What follows belongs to an exercise in optimizing a design on an open flow for small area and few clock cycles per item; a production flow would make more cautious choices.
Function was checked by simulation only, so behaviour that the tests miss may differ from the original.

==> inputs of indigo <==
Design letterbox_scaler_address_generator, start of the top module:
module letterbox_scaler_address_generator (
  input  logic        clk_i,
  input  logic        rst_ni,
  input  logic        psel,
  input  logic        penable,
  input  logic        pwrite,
  input  logic [4:0]  paddr,
  input  logic [31:0] pwdata,
  output logic [31:0] prdata,
  output logic        pready,
  input  logic        in_valid_i,
  output logic        in_ready_o,
  input  logic [8:0]  screen_x_i,
  input  logic [8:0]  screen_y_i,
  output logic        out_valid_o,
  input  logic        out_ready_i,
  output logic        coord_ok_o,
  output logic        shows_image_o,
  output logic [17:0] frame_index_o,
  output logic [11:0] source_x_o,
  output logic [11:0] source_y_o,
  output logic [25:0] source_byte_address_o
);
make LEC_CHECK=0 CAP_MARGIN=20 CORE_MARGIN=2 CORE_UTILIZATION=40 SLEW_MARGIN=20 finish   # period 7.0 ns
run.sh (not shown) runs the stock make flow with config.mk's settings and CLKGATE_MAP_FILE= SYNTH_SCRIPT=/design/flow/synth_recipe.tcl, a recipe that flattens the netlist after the stock synthesis.
==> inputs of raven, as changes to indigo <==
--- a/flow/design.v
+++ b/flow/design.v
@@ -4666,29 +4666,27 @@
   logic        ge;
   assign trial = {r_q[11:0], fill_i ? q_q[20] : q_q[8]};
   lsag_add13r u_div (.a(trial), .b(~den), .ci(1'b1), .s(tdiff), .co(ge));
   logic [9:0] dmd;
   logic [8:0] dsz;
   assign dsz = eq ? 9'd480 : 9'd320;
   lsag_add10r u_post (.a({1'b0, dsz}), .b(~{1'b0, q_q[8:0]}), .ci(1'b1), .s(dmd), .co());
   logic dbit, dsub, mbit;
-  logic [13:0] madd;
   logic [14:0] msum;
   always_comb begin
     case (cnt_q)
       5'd5, 5'd7: dbit = eq;
       5'd6, 5'd8: dbit = 1'b1;
       default:    dbit = 1'b0;
     endcase
   end
   assign dsub = q_q[0] ^ dbit ^ brw_q;
   assign mbit = dsub && cnt_q != 5'd0;
-  assign madd = mbit ? m_q : 14'd0;
-  lsag_add14r u_mul (.a(r_q), .b(madd), .ci(1'b0), .s(msum[13:0]), .co(msum[14]));
+  lsag_add14r u_mul (.a(r_q), .b(m_q), .ci(1'b0), .s(msum[13:0]), .co(msum[14]));
   logic [3:0] dig, dq, dr;
   logic [4:0] dsum;
   logic       dc;
   always_comb begin
     if (state_q == ST_DIG) begin
       dig = (cnt_q == 5'd6) ? 4'b1110 : {r_q[0], q_q[20:18]};
     end else begin
       case (cnt_q[2:0])
@@ -4770,18 +4768,18 @@
       ST_POST: begin
         if (!fill_i) q_q <= {3'b0, dmd[9:1], q_q[8:0]};
         r_q   <= '0;
         dr_q  <= '0;
         brw_q <= 1'b0;
       end
       ST_MUL: begin
         brw_q <= (!q_q[0] && (dbit || brw_q)) || (dbit && brw_q);
-        r_q   <= msum[14:1];
-        q_q   <= {msum[0], q_q[20:1]};
+        r_q   <= mbit ? msum[14:1] : {1'b0, r_q[13:1]};
+        q_q   <= {mbit ? msum[0] : r_q[0], q_q[20:1]};
       end
       ST_DIG: begin
         dr_q     <= dr;
         r_q[2:0] <= q_q[19:17];
         q_q      <= {q_q[16:0], dq};
       end
       default: ;
     endcase
@@ -4827,28 +4825,31 @@
     logic [3:0] v;
     logic [4:0] u;
     s = {4'b0, c[8]} + {1'b0, c[7:4]} + {1'b0, c[3:0]};
     f = (s >= 5'd30) ? 2'd2 : (s >= 5'd15) ? 2'd1 : 2'd0;
     v = s[3:0] + {2'b0, f};
     u = {c[8], 4'b0} + {4'b0, c[8]} + {1'b0, c[7:4]} + {3'b0, f};
     divmod15 = {u, v};
   endfunction
-  logic v0_q, v1_q, adv0, adv1, take;
-  assign adv1       = !v1_q || out_ready_i;
+  logic v0_q, v1_q, v2_q, adv0, adv1, adv2, take;
+  assign adv2       = !v2_q || out_ready_i;
+  assign adv1       = !v1_q || adv2;
   assign adv0       = !v0_q || adv1;
   assign in_ready_o = !busy_i && adv0;
   assign take       = in_valid_i && in_ready_o;
   always_ff @(posedge clk_i or negedge rst_ni) begin
     if (!rst_ni) begin
       v0_q <= 1'b0;
       v1_q <= 1'b0;
+      v2_q <= 1'b0;
     end else begin
       if (adv0) v0_q <= take;
       if (adv1) v1_q <= v0_q;
+      if (adv2) v2_q <= v1_q;
     end
   end
   logic        ok_d, shows_d, ge_lo, lt_dr;
   logic [8:0]  row, col, cp, co;
   logic [17:0] fidx;
   logic [9:0]  xo;
   logic [8:0]  uvp, uvo;
   always_comb begin
@@ -4897,23 +4898,39 @@
       fidx1_q  <= fidx0_q;
       sx_q     <= sx_d;
       sy_q     <= sy_d;
     end
   end
   logic [13:0] ra, rb;
   assign ra = ({14{bpp_i[0]}} & {2'b0, sx_q}) | ({14{bpp_i[2]}} & {sx_q, 2'b0});
   assign rb = {14{bpp_i[1]}} & {1'b0, sx_q, 1'b0};
-  lsag_outmul u_om (.sy(sy_q), .wb(wb_i), .ra(ra), .rb(rb), .p(source_byte_address_o));
-  assign out_valid_o   = v1_q;
-  assign coord_ok_o    = ok1_q;
-  assign shows_image_o = shows1_q;
-  assign frame_index_o = fidx1_q;
-  assign source_x_o    = sx_q;
-  assign source_y_o    = sy_q;
+  logic [25:0] addr;
+  lsag_outmul u_om (.sy(sy_q), .wb(wb_i), .ra(ra), .rb(rb), .p(addr));
+  logic        ok2_q, shows2_q;
+  logic [17:0] fidx2_q;
+  logic [11:0] sx2_q, sy2_q;
+  logic [25:0] addr_q;
+  always_ff @(posedge clk_i) begin
+    if (adv2) begin
+      ok2_q    <= ok1_q;
+      shows2_q <= shows1_q;
+      fidx2_q  <= fidx1_q;
+      sx2_q    <= sx_q;
+      sy2_q    <= sy_q;
+      addr_q   <= addr;
+    end
+  end
+  assign out_valid_o           = v2_q;
+  assign coord_ok_o            = ok2_q;
+  assign shows_image_o         = shows2_q;
+  assign frame_index_o         = fidx2_q;
+  assign source_x_o            = sx2_q;
+  assign source_y_o            = sy2_q;
+  assign source_byte_address_o = addr_q;
 endmodule
 module letterbox_scaler_address_generator (
   input  logic        clk_i,
   input  logic        rst_ni,
   input  logic        psel,
   input  logic        penable,
   input  logic        pwrite,
   input  logic [4:0]  paddr,
==> flow/config.mk (replaced) <==
export PLATFORM = sky130hd
export DESIGN_NAME = letterbox_scaler_address_generator
export DESIGN_NICKNAME = letterbox_scaler_address_generator
export VERILOG_FILES = /design/flow/design.v
export SDC_FILE = /design/flow/constraint.sdc
export NUM_CORES = 4
export LEC_CHECK = 0
export CAP_MARGIN = 20
export CORE_MARGIN = 2
export CORE_UTILIZATION = 60
export SLEW_MARGIN = 20
==> run summary <==
item	raven	indigo
Seq Cell Count	281	210
Global placer's final weighted congestion	0.939	0.875
Count of inverters other than clock inverters in the layout	571	554
Outcome	no timing/DRC/antenna violations	complete, but fails checks
Reasons for failing layout checks	-	setup timing
Post-synthesis cell area	32500 um2	30300 um2
Initial antenna violation count	1	3
Worst hold path endpoint	u_pipe.fidx1_q[11]	u_pipe.fidx1_q[0]
Net count, final	4206	4156
Number of cells upsized or downsized after cts	10	139
Number of CTS-inserted buffers	36	26
Number of cells in the design after placement	4142	4361
Met2 wire length	42700 um	38000 um
Via density per instance	5.76	5.11
Area occupied by registers	8240 um2	6110 um2
Final setup skew	23.5 ps	42.1 ps
Testbench counts of indigo, summed over its fixed seeds: cycles 13,888, items 12,800.
Testbench counts of raven, summed over its fixed seeds: cycles 13,920, items 12,800.

==> port drivers added, routing unchanged <==
No port has a modelled driver above. Below, the same layouts with a new extraction and two added sets of constraints.
Step 1 sets driving cells, clkbuf_16 on the clock port and buf_2 on the other inputs (assumed; they add their load-dependent delay and slew).
Step 2 adds t to the input delays and takes it off the output delays; t is the mean of the earliest and latest rising clock arrival at the registers after step 1. Input paths then give back, and output paths get back, about the clock's delay inside the block.
a / b / c = ideal ports / drivers / drivers and shift; a / b = the first two.
run	shift t [ns]	setup WS [ns]	latest minus earliest clock arrival (ns)
indigo	0.632	-0.805 / -0.863 / -0.231	0.042 / 0.042
raven	0.635	0.226 / 0.226 / 0.226	0.024 / 0.023
